From an optimization exercise on the open Yosys and OpenROAD flow, aimed at a short achievable clock period and few clock cycles; shortcuts taken in it are not production practice.
The RTL was checked by simulation tests, not by an equivalence proof against the original design.
Power figures rest on the tool's default switching activity, not on a simulated workload.

===== constraint.sdc =====
create_clock -name core_clock -period 8.0 [get_ports {clock}]
set_input_delay 1.6000 -clock core_clock [delete_from_list [all_inputs] [get_ports {clock}]]
set_output_delay 1.6000 -clock core_clock [all_outputs]
set_load 0.01 [all_outputs]

===== run.sh =====
#!/bin/bash
# synth_recipe.tcl (not shown) runs the flow's synth.tcl, then flattens the netlist and writes it again
# the make line also repeats each setting of config.mk as NAME=value (left out here)
make -C /OpenROAD-flow-scripts/flow DESIGN_CONFIG=/design/flow/config.mk WORK_HOME=/design/flow/orfs CLKGATE_MAP_FILE= SYNTH_SCRIPT=/design/flow/synth_recipe.tcl finish

===== design.v =====
package rvPkg;
    typedef logic [31:0] wordT;
    typedef logic [4:0]  regIdxT;
    localparam logic [6:0] opLoad   = 7'b0000011;
    localparam logic [6:0] opImm    = 7'b0010011;
    localparam logic [6:0] opStore  = 7'b0100011;
    localparam logic [6:0] opReg    = 7'b0110011;
    localparam logic [6:0] opBranch = 7'b1100011;
    localparam logic [6:0] opJal    = 7'b1101111;
endpackage
`timescale 1ns/1ps
module fetchStage (
    input  logic        clock,
    input  logic        rstN,
    input  logic        imemWrEn,
    input  logic [6:0]  imemWrAddr,
    input  logic [31:0] imemWrData,
    input  logic        flipEn,
    input  logic [6:0]  flipAddr,
    input  logic [6:0]  fAddr,
    input  logic [7:0]  fHi,
    input  logic [15:0] fLo,
    output logic [31:0] fInstr,
    output logic        fPredTaken,
    output logic [6:0]  fPredNext,
    output logic [6:0]  fAltNext,
    output logic        fHaz,
    input  logic [6:0]  aAddr,
    input  logic [7:0]  aHi,
    input  logic [15:0] aLo,
    output logic [31:0] aInstr,
    output logic        aPredTaken,
    output logic [6:0]  aPredNext,
    output logic [6:0]  aAltNext,
    output logic        aHaz,
    output logic [31:0] w0Instr,
    output logic [14:0] w0Pd,
    output logic [31:0] w1Instr,
    output logic [14:0] w1Pd,
    output logic        w1Ok
);
    logic [31:0] imem [128];
    logic [14:0] pd   [128];
    logic        lrValid;
    logic [6:0]  lrAddr;
    logic [31:0] lrData;
    logic        lpValid;
    logic [6:0]  lpAddr;
    logic [31:0] lpData;
    logic [14:0] lpPd;
    logic [14:0] fPd;
    logic [14:0] aPd;
    function automatic logic [14:0] predecode(input logic [31:0] w, input logic [6:0] k);
        logic       isJal;
        logic       isBr;
        logic       tk;
        logic [6:0] tgt;
        logic [6:0] nxt;
        isJal = (w[6:0] == rvPkg::opJal);
        isBr  = (w[6:0] == rvPkg::opBranch) && !w[13];
        tgt   = k + (isJal ? w[28:22] : {w[28:25], w[11:9]});
        nxt   = k + 7'd1;
        tk    = isJal || (isBr && (w[31] || w[14:12] == 3'b001 || w[14:12] == 3'b101));
        predecode = {tk, tk ? tgt : nxt, tk ? nxt : tgt};
    endfunction
    always_ff @(posedge clock) begin
        lrValid <= !rstN && imemWrEn;
        lrAddr  <= imemWrAddr;
        lrData  <= imemWrData;
        lpValid <= lrValid;
        lpAddr  <= lrAddr;
        lpData  <= lrData;
        lpPd    <= predecode(lrData, lrAddr);
    end
    always_ff @(posedge clock) begin
        if (lpValid) begin
            imem[lpAddr] <= lpData;
        end
    end
    always_ff @(posedge clock) begin
        for (int k = 0; k < 128; k++) begin
            if (lpValid && lpAddr == k) begin
                pd[k] <= lpPd;
            end else if (flipEn && flipAddr == k) begin
                pd[k] <= {!pd[k][14], pd[k][6:0], pd[k][13:7]};
            end
        end
    end
    always_comb begin
        fInstr = 32'd0;
        fPd    = 15'd0;
        aInstr = 32'd0;
        aPd    = 15'd0;
        for (int k = 0; k < 128; k++) begin
            fInstr = fInstr | ({32{fHi[k / 16] && fLo[k % 16]}} & imem[k]);
            fPd    = fPd    | ({15{fHi[k / 16] && fLo[k % 16]}} & pd[k]);
            aInstr = aInstr | ({32{aHi[k / 16] && aLo[k % 16]}} & imem[k]);
            aPd    = aPd    | ({15{aHi[k / 16] && aLo[k % 16]}} & pd[k]);
        end
    end
    assign {fPredTaken, fPredNext, fAltNext} = fPd;
    assign {aPredTaken, aPredNext, aAltNext} = aPd;
    assign fHaz = (lrValid && lrAddr == fAddr) || (lpValid && lpAddr == fAddr);
    assign aHaz = (lrValid && lrAddr == aAddr) || (lpValid && lpAddr == aAddr);
    assign w0Instr = (lrValid && lrAddr == 7'd0) ? lrData :
                     ((lpValid && lpAddr == 7'd0) ? lpData : imem[0]);
    assign w0Pd    = predecode(w0Instr, 7'd0);
    assign w1Instr = (lrValid && lrAddr == 7'd1) ? lrData :
                     ((lpValid && lpAddr == 7'd1) ? lpData : imem[1]);
    assign w1Pd    = (lpValid && lpAddr == 7'd1) ? lpPd : pd[1];
    assign w1Ok    = !(lrValid && lrAddr == 7'd1);
endmodule
`timescale 1ns/1ps
module decodeStage (
    input  logic        clock,
    input  logic        wbValid,
    input  logic [4:0]  wbRd,
    input  logic [31:0] wbData,
    input  logic [4:0]  rs1N,
    input  logic [4:0]  rs2N,
    input  logic [4:0]  rs1A,
    input  logic [4:0]  rs2A,
    input  logic [4:0]  rs1S,
    input  logic [4:0]  rs2S,
    output logic [31:0] rs1ValN,
    output logic [31:0] rs2ValN,
    output logic [31:0] rs1ValA,
    output logic [31:0] rs2ValA,
    output logic [31:0] rs1ValS,
    output logic [31:0] rs2ValS
);
    logic [31:0] regFile [32];
    function automatic logic [31:0] readReg(input logic [4:0] idx);
        if (idx == 5'd0) begin
            readReg = 32'd0;
        end else if (wbValid && wbRd == idx) begin
            readReg = wbData;
        end else begin
            readReg = regFile[idx];
        end
    endfunction
    always_ff @(posedge clock) begin
        if (wbValid) begin
            regFile[wbRd] <= wbData;
        end
    end
    always_comb begin
        rs1ValN = readReg(rs1N);
        rs2ValN = readReg(rs2N);
        rs1ValA = readReg(rs1A);
        rs2ValA = readReg(rs2A);
        rs1ValS = readReg(rs1S);
        rs2ValS = readReg(rs2S);
    end
endmodule
`timescale 1ns/1ps
module executeStage (
    input  logic        clock,
    input  logic [31:0] opA,
    input  logic [31:0] opB,
    input  logic [31:0] shA,
    input  logic [4:0]  shamt,
    input  logic [31:0] stData,
    input  logic [31:0] cmpA,
    input  logic [31:0] cmpB,
    input  logic [10:0] memSum,
    input  logic        isLoad,
    input  logic        sraFill,
    input  logic        store,
    input  logic        misEq,
    input  logic        misNe,
    input  logic        misLt,
    input  logic        misGe,
    output logic [31:0] addOut,
    output logic [31:0] subOut,
    output logic [31:0] andOut,
    output logic [31:0] orOut,
    output logic [31:0] sllOut,
    output logic [31:0] srOut,
    output logic [31:0] loadOut,
    output logic        mispredict
);
    logic [32:0] srIn;
    logic [32:0] srFull;
    logic [63:0] memSel;
    logic [63:0] ldSel;
    always_comb begin
        for (int k = 0; k < 64; k++) begin
            memSel[k] = (memSum[0] == k[0]);
            for (int i = 1; i < 6; i++) begin
                if (k[i-1]) begin
                    memSel[k] = memSel[k] & (memSum[5 + i] == k[i]);
                end else begin
                    memSel[k] = memSel[k] & (memSum[i] == k[i]);
                end
            end
        end
    end
    assign ldSel = isLoad ? memSel : 64'd0;
    memoryStage uMemory (
        .clock(clock),
        .rdSel(ldSel),
        .wrSel(memSel),
        .wrEn(store),
        .wrData(stData),
        .rdData(loadOut)
    );
    assign srIn  = {sraFill && shA[31], shA};
    addUnit uAdd (
        .a(opA),
        .b(opB),
        .sum(addOut)
    );
    subUnit uSub (
        .a(opA),
        .b(opB),
        .diff(subOut)
    );
    shiftLeftUnit uSll (
        .a(shA),
        .sh(shamt),
        .out(sllOut)
    );
    shiftRightUnit uSr (
        .a(srIn),
        .sh(shamt),
        .out(srFull)
    );
    assign andOut = opA & opB;
    assign orOut  = opA | opB;
    assign srOut  = srFull[31:0];
    branchUnit uBranch (
        .opA(cmpA),
        .opB(cmpB),
        .misEq(misEq),
        .misNe(misNe),
        .misLt(misLt),
        .misGe(misGe),
        .mispredict(mispredict)
    );
endmodule
module branchUnit (
    input  logic [31:0] opA,
    input  logic [31:0] opB,
    input  logic        misEq,
    input  logic        misNe,
    input  logic        misLt,
    input  logic        misGe,
    output logic        mispredict
);
    logic eq;
    logic lt;
    assign eq = (opA == opB);
    assign lt = $signed(opA) < $signed(opB);
    assign mispredict = (misEq && eq) || (misNe && !eq) || (misLt && lt) || (misGe && !lt);
endmodule
module operandSelect (
    input  logic        fwd,
    input  logic [31:0] other,
    input  logic        selAdd,
    input  logic        selSub,
    input  logic        selAnd,
    input  logic        selOr,
    input  logic        selSll,
    input  logic        selSr,
    input  logic [31:0] addOut,
    input  logic [31:0] subOut,
    input  logic [31:0] andOut,
    input  logic [31:0] orOut,
    input  logic [31:0] sllOut,
    input  logic [31:0] srOut,
    input  logic [31:0] loadOut,
    output logic [31:0] operand
);
    assign operand = ({32{fwd && selAdd}} & addOut)
                   | ({32{fwd && selSub}} & subOut)
                   | ({32{fwd && selAnd}} & andOut)
                   | ({32{fwd && selOr}}  & orOut)
                   | ({32{fwd && selSll}} & sllOut)
                   | ({32{fwd && selSr}}  & srOut)
                   | ({32{fwd}}           & loadOut)
                   | ({32{!fwd}}          & other);
endmodule
module addUnit (
    input  logic [31:0] a,
    input  logic [31:0] b,
    output logic [31:0] sum
);
    assign sum = a + b;
endmodule
module subUnit (
    input  logic [31:0] a,
    input  logic [31:0] b,
    output logic [31:0] diff
);
    assign diff = a - b;
endmodule
module shiftLeftUnit (
    input  logic [31:0] a,
    input  logic [4:0]  sh,
    output logic [31:0] out
);
    assign out = a << sh;
endmodule
module shiftRightUnit (
    input  logic [32:0] a,
    input  logic [4:0]  sh,
    output logic [32:0] out
);
    assign out = 33'($signed(a) >>> sh);
endmodule
`timescale 1ns/1ps
module memoryStage (
    input  logic        clock,
    input  logic [63:0] rdSel,
    input  logic [63:0] wrSel,
    input  logic        wrEn,
    input  logic [31:0] wrData,
    output logic [31:0] rdData
);
    logic [31:0] dmem [64];
    always_ff @(posedge clock) begin
        for (int k = 0; k < 64; k++) begin
            if (wrEn && wrSel[k]) begin
                dmem[k] <= wrData;
            end
        end
    end
    always_comb begin
        rdData = 32'd0;
        for (int k = 0; k < 64; k++) begin
            rdData = rdData | ({32{rdSel[k]}} & dmem[k]);
        end
    end
endmodule
`timescale 1ns/1ps
module rvCore #(
    parameter int imemWords = 128,
    parameter int dmemWords = 64
) (
    input  logic                         clock,
    input  logic                         rstN,
    input  logic                         imemWrEn,
    input  logic [$clog2(imemWords)-1:0] imemWrAddr,
    input  rvPkg::wordT                  imemWrData,
    output logic                         wbValid,
    output rvPkg::regIdxT                wbRd,
    output rvPkg::wordT                  wbData
);
    logic [6:0]  pc;
    logic [7:0]  pcHi;
    logic [15:0] pcLo;
    logic [7:0]  nHi;
    logic [6:0]  pcHeld;
    logic [15:0] nLo;
    logic [7:0]  dFAltHi;
    logic [15:0] dFAltLo;
    logic [7:0]  dAAltHi;
    logic [15:0] dAAltLo;
    logic [7:0]  altHi;
    logic [15:0] altLo;
    logic [31:0] fInstr;
    logic        fPredTaken;
    logic [6:0]  fPredNext;
    logic [6:0]  fAltNext;
    logic        fHaz;
    logic [31:0] aInstr;
    logic        aPredTaken;
    logic [6:0]  aPredNext;
    logic [6:0]  aAltNext;
    logic        aHaz;
    logic [31:0] w0Instr;
    logic [14:0] w0Pd;
    logic [14:0] s0Pd;
    logic        s0Fresh;
    logic        stale0;
    logic [31:0] w1Instr;
    logic [14:0] w1Pd;
    logic        w1Ok;
    logic [31:0] s0Instr;
    logic        s0Ok;
    logic [31:0] s1Instr;
    logic [14:0] s1Pd;
    logic        s1Ok;
    logic        seedOk;
    logic [31:0] rs1ValS;
    logic [31:0] rs2ValS;
    logic [6:0]  sOpcode;
    logic [4:0]  sRd;
    logic        sIsOp;
    logic        sIsImm;
    logic        sIsLoad;
    logic        sIsStore;
    logic [3:0]  sAluCode;
    logic [31:0] sImmI;
    logic        eLoad;
    logic [3:0]  eCode;
    logic        rValid;
    logic [31:0] rInstr;
    logic        rPredTaken;
    logic [6:0]  rAltNext;
    logic [6:0]  rPc;
    logic [6:0]  rFetch;
    logic        nValid;
    logic [31:0] nInstr;
    logic        nPredTaken;
    logic [6:0]  nAltNext;
    logic [6:0]  nFetch;
    logic        mValid;
    logic [6:0]  mFetch;
    logic        dValid;
    logic        useAlt;
    logic [31:0] dFInstr;
    logic        dFPredTaken;
    logic [6:0]  dFAltNext;
    logic [31:0] dAInstr;
    logic        dAPredTaken;
    logic [6:0]  dAAltNext;
    logic [31:0] dInstr;
    logic        dPredTaken;
    logic [6:0]  dAltNext;
    logic [6:0]  dFPc;
    logic [6:0]  dAPc;
    logic [6:0]  dPc;
    logic [6:0]  nPc;
    logic [6:0]  xPc;
    logic [6:0]  xPcQ;
    logic [31:0] rs1ValN;
    logic [31:0] rs2ValN;
    logic [31:0] rs1ValA;
    logic [31:0] rs2ValA;
    logic [6:0]  opcode;
    logic [4:0]  rd;
    logic [4:0]  rs1;
    logic [4:0]  rs2;
    logic [2:0]  funct3;
    logic        isOp;
    logic        isImm;
    logic        isLoad;
    logic        isStore;
    logic        isBranch;
    logic        isJal;
    logic        regWrite;
    logic [3:0]  aluCode;
    logic [31:0] rs1Val;
    logic [31:0] rs2Val;
    logic [31:0] immI;
    logic [31:0] immS;
    logic [7:0]  linkWord;
    logic        brEq;
    logic        brNe;
    logic        brLt;
    logic        brGe;
    logic        fwdA;
    logic        fwdB;
    logic        memStall;
    logic [10:0] memSum;
    logic [31:0] nextOpA;
    logic [31:0] nextOpB;
    logic        xSquash;
    logic        xRegWrite;
    logic        xStore;
    logic [4:0]  xRd;
    logic [31:0] xOpA;
    logic [31:0] xOpB;
    logic [4:0]  xShamt;
    logic [31:0] xShA;
    logic [31:0] xStData;
    logic        eStore;
    logic [31:0] xCmpA;
    logic [31:0] xCmpB;
    logic        eShift;
    logic        eBranch;
    logic [10:0] xMemSum;
    logic        xIsLoad;
    logic        xSelAdd;
    logic        xSelSub;
    logic        xSelAnd;
    logic        xSelOr;
    logic        xSelSll;
    logic        xSelSr;
    logic        xSraFill;
    logic        xMisEq;
    logic        xMisNe;
    logic        xMisLt;
    logic        xMisGe;
    logic [31:0] xAltInstr;
    logic [6:0]  xAltPc;
    logic        xAltPredTaken;
    logic [6:0]  xAltPredNext;
    logic [6:0]  xAltAltNext;
    logic        xAltOk;
    logic        xWrites;
    logic [31:0] result;
    logic [31:0] addOut;
    logic [31:0] subOut;
    logic [31:0] andOut;
    logic [31:0] orOut;
    logic [31:0] sllOut;
    logic [31:0] srOut;
    logic [31:0] loadOut;
    logic [31:0] opAOther;
    logic [31:0] opBOther;
    logic        mispredict;
    fetchStage uFetch (
        .clock(clock),
        .rstN(rstN),
        .imemWrEn(imemWrEn),
        .imemWrAddr(imemWrAddr),
        .imemWrData(imemWrData),
        .flipEn(xSquash),
        .flipAddr(xPcQ),
        .fAddr(pc),
        .fHi(pcHi),
        .fLo(pcLo),
        .fInstr(fInstr),
        .fPredTaken(fPredTaken),
        .fPredNext(fPredNext),
        .fAltNext(fAltNext),
        .fHaz(fHaz),
        .aAddr(dAltNext),
        .aHi(altHi),
        .aLo(altLo),
        .aInstr(aInstr),
        .aPredTaken(aPredTaken),
        .aPredNext(aPredNext),
        .aAltNext(aAltNext),
        .aHaz(aHaz),
        .w0Instr(w0Instr),
        .w0Pd(w0Pd),
        .w1Instr(w1Instr),
        .w1Pd(w1Pd),
        .w1Ok(w1Ok)
    );
    assign stale0 = imemWrEn && imemWrAddr == 7'd0;
    always_ff @(posedge clock) begin
        s0Instr <= w0Instr;
        s0Pd    <= w0Pd;
        s0Fresh <= !(!rstN && imemWrEn && imemWrAddr == 7'd0);
        s0Ok    <= !(!rstN && imemWrEn && imemWrAddr == 7'd0)
                   && w0Instr[6:0] != rvPkg::opBranch && w0Instr[6:0] != rvPkg::opJal;
        s1Instr <= w1Instr;
        s1Pd    <= w1Pd;
        s1Ok    <= w1Ok && !(!rstN && imemWrEn && imemWrAddr == 7'd1);
    end
    assign seedOk = s0Ok && s1Ok && !(imemWrEn && imemWrAddr[6:1] == 6'd0);
    always_comb begin
        if (seedOk) begin
            rValid     = 1'b1;
            rInstr     = s1Instr;
            rPredTaken = s1Pd[14];
            rAltNext   = s1Pd[6:0];
            rPc        = 7'd1;
            rFetch     = s1Pd[13:7];
        end else begin
            rValid     = s0Fresh && !stale0;
            rInstr     = s0Instr;
            rPredTaken = s0Pd[14];
            rAltNext   = s0Pd[6:0];
            rPc        = 7'd0;
            rFetch     = (s0Fresh && !stale0) ? s0Pd[13:7] : 7'd0;
        end
    end
    always_comb begin
        if (!rstN) begin
            nValid     = rValid;
            nInstr     = rInstr;
            nPredTaken = rPredTaken;
            nAltNext   = rAltNext;
            nPc        = rPc;
            nFetch     = rFetch;
        end else if (memStall) begin
            nValid     = 1'b1;
            nInstr     = dInstr;
            nPredTaken = dPredTaken;
            nAltNext   = dAltNext;
            nPc        = dPc;
            nFetch     = pcHeld;
        end else begin
            nValid     = !fHaz;
            nInstr     = fInstr;
            nPredTaken = fPredTaken;
            nAltNext   = fAltNext;
            nPc        = pc;
            nFetch     = fHaz ? pcHeld : fPredNext;
        end
    end
    assign mValid = rstN ? xAltOk : rValid;
    assign mFetch = !rstN ? rFetch : (xAltOk ? xAltPredNext : xAltPc);
    always_ff @(posedge clock) begin
        dFInstr     <= nInstr;
        dFPredTaken <= nPredTaken;
        dFAltNext   <= nAltNext;
        dFPc        <= nPc;
        dAPc        <= xAltPc;
        xPc         <= rstN ? dPc : 7'd0;
        xPcQ        <= xPc;
        dAInstr     <= xAltInstr;
        dAPredTaken <= xAltPredTaken;
        dAAltNext   <= xAltAltNext;
        useAlt      <= rstN && mispredict;
        dValid      <= mispredict ? mValid : nValid;
        pc          <= mispredict ? mFetch : nFetch;
        pcHi        <= mispredict ? oneHot8(mFetch[6:4]) : nHi;
        pcLo        <= mispredict ? oneHot16(mFetch[3:0]) : nLo;
        dFAltHi     <= oneHot8(nAltNext[6:4]);
        dFAltLo     <= oneHot16(nAltNext[3:0]);
        dAAltHi     <= oneHot8(xAltAltNext[6:4]);
        dAAltLo     <= oneHot16(xAltAltNext[3:0]);
    end
    assign dInstr     = useAlt ? dAInstr     : dFInstr;
    assign dPredTaken = useAlt ? dAPredTaken : dFPredTaken;
    assign dAltNext   = useAlt ? dAAltNext   : dFAltNext;
    assign dPc        = useAlt ? dAPc        : dFPc;
    assign altHi      = useAlt ? dAAltHi     : dFAltHi;
    assign altLo      = useAlt ? dAAltLo     : dFAltLo;
    always_comb begin
        pcHeld = 7'd0;
        for (int k = 0; k < 8; k++) begin
            pcHeld[6:4] = pcHeld[6:4] | (pcHi[k] ? 3'(k) : 3'd0);
        end
        for (int k = 0; k < 16; k++) begin
            pcHeld[3:0] = pcHeld[3:0] | (pcLo[k] ? 4'(k) : 4'd0);
        end
    end
    always_comb begin
        if (!rstN) begin
            nHi = oneHot8(rFetch[6:4]);
            nLo = oneHot16(rFetch[3:0]);
        end else if (memStall || fHaz) begin
            nHi = oneHot8(pc[6:4]);
            nLo = oneHot16(pc[3:0]);
        end else begin
            nHi = oneHot8(fPredNext[6:4]);
            nLo = oneHot16(fPredNext[3:0]);
        end
    end
    function automatic logic [7:0] oneHot8(input logic [2:0] idx);
        for (int k = 0; k < 8; k++) begin
            oneHot8[k] = (idx == k);
        end
    endfunction
    function automatic logic [15:0] oneHot16(input logic [3:0] idx);
        for (int k = 0; k < 16; k++) begin
            oneHot16[k] = (idx == k);
        end
    endfunction
    function automatic logic [7:0] memOffset(input logic [31:0] ins);
        memOffset = (ins[6:0] == rvPkg::opStore) ? {ins[27:25], ins[11:7]} : ins[27:20];
    endfunction
    function automatic logic [10:0] wordSum(input logic [7:0] base, input logic [7:0] off);
        logic [5:0] p;
        logic [5:0] g;
        logic       c0;
        p  = base[7:2] ^ off[7:2];
        g  = base[7:2] & off[7:2];
        c0 = (base[1] & off[1]) | ((base[1] | off[1]) & base[0] & off[0]);
        wordSum = {p[5:1] ^ g[4:0], p[5:1] ^ (g[4:0] | p[4:0]), p[0] ^ c0};
    endfunction
    assign opcode = dInstr[6:0];
    assign rd     = dInstr[11:7];
    assign funct3 = dInstr[14:12];
    assign rs1    = dInstr[19:15];
    assign rs2    = dInstr[24:20];
    assign isOp     = opcode == rvPkg::opReg;
    assign isImm    = opcode == rvPkg::opImm;
    assign isLoad   = opcode == rvPkg::opLoad;
    assign isStore  = opcode == rvPkg::opStore;
    assign isBranch = opcode == rvPkg::opBranch;
    assign isJal    = opcode == rvPkg::opJal;
    assign regWrite = (isOp || isImm || isLoad || isJal) && rd != 5'd0;
    assign aluCode  = isOp ? {dInstr[30], funct3} : (isImm ? {1'b0, funct3} : 4'b0000);
    assign immI = {{20{dInstr[31]}}, dInstr[31:20]};
    assign immS = {{20{dInstr[31]}}, dInstr[31:25], dInstr[11:7]};
    assign linkWord = {dAltNext == 7'd0, dAltNext};
    assign brEq = isBranch && funct3 == 3'b000;
    assign brNe = isBranch && funct3 == 3'b001;
    assign brLt = isBranch && funct3 == 3'b100;
    assign brGe = isBranch && funct3 == 3'b101;
    decodeStage uDecode (
        .clock(clock),
        .wbValid(wbValid),
        .wbRd(wbRd),
        .wbData(wbData),
        .rs1N(dFInstr[19:15]),
        .rs2N(dFInstr[24:20]),
        .rs1A(dAInstr[19:15]),
        .rs2A(dAInstr[24:20]),
        .rs1S(s0Instr[19:15]),
        .rs2S(s0Instr[24:20]),
        .rs1ValN(rs1ValN),
        .rs2ValN(rs2ValN),
        .rs1ValA(rs1ValA),
        .rs2ValA(rs2ValA),
        .rs1ValS(rs1ValS),
        .rs2ValS(rs2ValS)
    );
    assign sOpcode  = s0Instr[6:0];
    assign sRd      = s0Instr[11:7];
    assign sIsOp    = sOpcode == rvPkg::opReg;
    assign sIsImm   = sOpcode == rvPkg::opImm;
    assign sIsLoad  = sOpcode == rvPkg::opLoad;
    assign sIsStore = sOpcode == rvPkg::opStore;
    assign sAluCode = sIsOp ? {s0Instr[30], s0Instr[14:12]} : (sIsImm ? {1'b0, s0Instr[14:12]} : 4'b0000);
    assign sImmI    = {{20{s0Instr[31]}}, s0Instr[31:20]};
    assign eLoad = rstN ? isLoad : sIsLoad;
    assign eCode = rstN ? aluCode : sAluCode;
    assign eShift = !eLoad && (eCode == 4'b0001 || eCode == 4'b0101 || eCode == 4'b1101);
    assign eBranch = rstN && isBranch;
    assign eStore  = rstN ? isStore : sIsStore;
    assign rs1Val = useAlt ? rs1ValA : rs1ValN;
    assign rs2Val = useAlt ? rs2ValA : rs2ValN;
    assign xWrites = xRegWrite && !xSquash;
    assign memStall = dValid && (isLoad || isStore) && xWrites && xRd == rs1;
    assign memSum   = useAlt ? wordSum(rs1ValA[7:0], memOffset(dAInstr))
                             : wordSum(rs1ValN[7:0], memOffset(dFInstr));
    assign opAOther = !rstN ? rs1ValS : (isJal ? 32'd0 : rs1Val);
    assign opBOther = !rstN ? (sIsImm ? sImmI : rs2ValS)
                            : (isJal ? {22'd0, linkWord, 2'b00} : (isImm ? immI : rs2Val));
    operandSelect uSelA (
        .fwd(fwdA),
        .other(opAOther),
        .selAdd(xSelAdd),
        .selSub(xSelSub),
        .selAnd(xSelAnd),
        .selOr(xSelOr),
        .selSll(xSelSll),
        .selSr(xSelSr),
        .addOut(addOut),
        .subOut(subOut),
        .andOut(andOut),
        .orOut(orOut),
        .sllOut(sllOut),
        .srOut(srOut),
        .loadOut(loadOut),
        .operand(nextOpA)
    );
    operandSelect uSelB (
        .fwd(fwdB),
        .other(opBOther),
        .selAdd(xSelAdd),
        .selSub(xSelSub),
        .selAnd(xSelAnd),
        .selOr(xSelOr),
        .selSll(xSelSll),
        .selSr(xSelSr),
        .addOut(addOut),
        .subOut(subOut),
        .andOut(andOut),
        .orOut(orOut),
        .sllOut(sllOut),
        .srOut(srOut),
        .loadOut(loadOut),
        .operand(nextOpB)
    );
    operandSelect uResult (
        .fwd(1'b1),
        .other(32'd0),
        .selAdd(xSelAdd),
        .selSub(xSelSub),
        .selAnd(xSelAnd),
        .selOr(xSelOr),
        .selSll(xSelSll),
        .selSr(xSelSr),
        .addOut(addOut),
        .subOut(subOut),
        .andOut(andOut),
        .orOut(orOut),
        .sllOut(sllOut),
        .srOut(srOut),
        .loadOut(loadOut),
        .operand(result)
    );
    assign fwdA = rstN && !isJal && xWrites && xRd == rs1;
    assign fwdB = rstN && !isJal && !isImm && xWrites && xRd == rs2;
    always_ff @(posedge clock) begin
        xSquash   <= rstN && mispredict;
        xRegWrite <= rstN ? (dValid && !memStall && regWrite)
                          : (seedOk && (sIsOp || sIsImm || sIsLoad) && sRd != 5'd0);
        xStore    <= rstN ? (dValid && !memStall && isStore) : (seedOk && sIsStore);
        xMisEq    <= rstN && dValid && (dPredTaken ? brNe : brEq);
        xMisNe    <= rstN && dValid && (dPredTaken ? brEq : brNe);
        xMisLt    <= rstN && dValid && (dPredTaken ? brGe : brLt);
        xMisGe    <= rstN && dValid && (dPredTaken ? brLt : brGe);
    end
    always_ff @(posedge clock) begin
        xRd      <= rstN ? rd : sRd;
        xOpA     <= nextOpA;
        xOpB     <= nextOpB;
        xShamt   <= eShift ? nextOpB[4:0] : 5'd0;
        xShA     <= eShift ? nextOpA : 32'd0;
        xStData  <= eStore ? nextOpB : 32'd0;
        xCmpA    <= eBranch ? nextOpA : 32'd0;
        xCmpB    <= eBranch ? nextOpB : 32'd0;
        xMemSum  <= rstN ? memSum : wordSum(rs1ValS[7:0], memOffset(s0Instr));
        xIsLoad  <= eLoad;
        xSelSub  <= !eLoad && eCode == 4'b1000;
        xSelAnd  <= !eLoad && eCode == 4'b0111;
        xSelOr   <= !eLoad && eCode == 4'b0110;
        xSelSll  <= !eLoad && eCode == 4'b0001;
        xSelSr   <= !eLoad && (eCode == 4'b0101 || eCode == 4'b1101);
        xSraFill <= eCode == 4'b1101;
        xSelAdd  <= !eLoad && eCode != 4'b1000 && eCode != 4'b0111 && eCode != 4'b0110
                    && eCode != 4'b0001 && eCode != 4'b0101 && eCode != 4'b1101;
        xAltInstr     <= aInstr;
        xAltPc        <= dAltNext;
        xAltPredTaken <= aPredTaken;
        xAltPredNext  <= aPredNext;
        xAltAltNext   <= aAltNext;
        xAltOk        <= !aHaz;
    end
    executeStage uExecute (
        .clock(clock),
        .opA(xOpA),
        .opB(xOpB),
        .shA(xShA),
        .shamt(xShamt),
        .stData(xStData),
        .cmpA(xCmpA),
        .cmpB(xCmpB),
        .memSum(xMemSum),
        .isLoad(xIsLoad),
        .sraFill(xSraFill),
        .store(rstN && xStore && !xSquash),
        .misEq(xMisEq && !xSquash),
        .misNe(xMisNe && !xSquash),
        .misLt(xMisLt && !xSquash),
        .misGe(xMisGe && !xSquash),
        .addOut(addOut),
        .subOut(subOut),
        .andOut(andOut),
        .orOut(orOut),
        .sllOut(sllOut),
        .srOut(srOut),
        .loadOut(loadOut),
        .mispredict(mispredict)
    );
    always_ff @(posedge clock) begin
        wbValid <= rstN && xWrites;
        wbRd    <= xRd;
        wbData  <= result;
    end
endmodule

===== config.mk =====
export PLATFORM = sky130hd
export DESIGN_NAME = rvCore
export DESIGN_NICKNAME = rvCore
export VERILOG_FILES = /design/flow/design.v
export SDC_FILE = /design/flow/constraint.sdc
export NUM_CORES = 4
export LEC_CHECK = 0
export CAP_MARGIN = 20
export CORE_MARGIN = 2
export CORE_UTILIZATION = 45
export PLACE_DENSITY = 0.62
export SETUP_SLACK_MARGIN = 4.8
export SLEW_MARGIN = 20
export SYNTH_HIERARCHICAL = 1
export TNS_END_PERCENT = 30

==> run summary <==
-- how the worst max path moves through the flow --
| stage | endpoint | slack (ns) | cells past startpoint |
|---|---|---|---|
| 2_1_floorplan | pcHi[2] | 4.30 | 16 |
| 3_5_place_dp | xStData[11] | 2.24 | 11 |
| 4_1_cts | pcHi[6] | 3.82 | 16 |
| 3_3_place_gp | xMemSum[1] | 1.19 | 10 |
-- power groups by stage --
stage | registers [uW] | clock network, uW | logic, uW
after floorplan | 59700 | 0 | 22400
after global placement | 61000 | 0 | 45100
after detailed placement | 61000 | 0 | 44800
after CTS | 59600 | 52900 | 60000
-- through the flow --
step           worst slack (ns)   util  power [uW]
4_1_cts                    3.82  0.572      172000
3_3_place_gp               1.19  0.480      106000
2_1_floorplan              4.30      -       82100
3_5_place_dp               2.24  0.481      106000
-- timing repair --
action                                  4_1_cts
gates resized for setup                    5765
hold endpoints to repair                      0
setup buffers                              2269
endpoints found under the setup margin     9049
pin swaps                                  1180
gates cloned                                275
-- routing by layer --
metal  global-route usage  overflow
met5                0.738        18
met4                0.794       466
met3                0.811       173
met2                0.919       639
met1                0.876       127
==> flow_summary_export.csv <==
group,metric,value,unit
outcome,outcome,"stopped before the end",
outcome,stop_stage,"global routing (5_1_grt)",
outcome,error_line,"[ERROR GRT-0116] Global routing finished with congestion. Check the congestion regions in the DRC Viewer.",
placement,place_inst,44700,
placement,dpl_cell_area,496000,um^2
yosys,ys_warn_count,13,
clock_network,cts.hold.buffers_added,0,
global_route,grt_pass1_wl,5740000,um
yosys,netlist_instances,31500,
global_route,grt_max_degree,131,
placement,port-buffer-count,79,
placement,dp_hpwl,2750000,um
floorplan,start_util,0.451,
floorplan,fp.dieH,1020,um
clock_network,clkSinkCount,9789,
global_route,grt_usage,0.859,
floorplan,io_pins,80,
clock_network,htreeDepth,7,
yosys,syn_area,465000,um^2
floorplan,floorplan.rows,373,
clock_network,cts_buffers,1175,
global_route,first_global_vias,474000,
global_route,grt_overflow_total,1423,
clock_network,clock_path_buffers,6,
placement,gp_congestion,1.29,
yosys,syn_avg_cell_area,14.8,um^2
floorplan,die-width,1020,um
clock_network,cts_root_buffer,"clkbuf_16",
Testbench counts, summed over its fixed seeds: cycles 16,899.
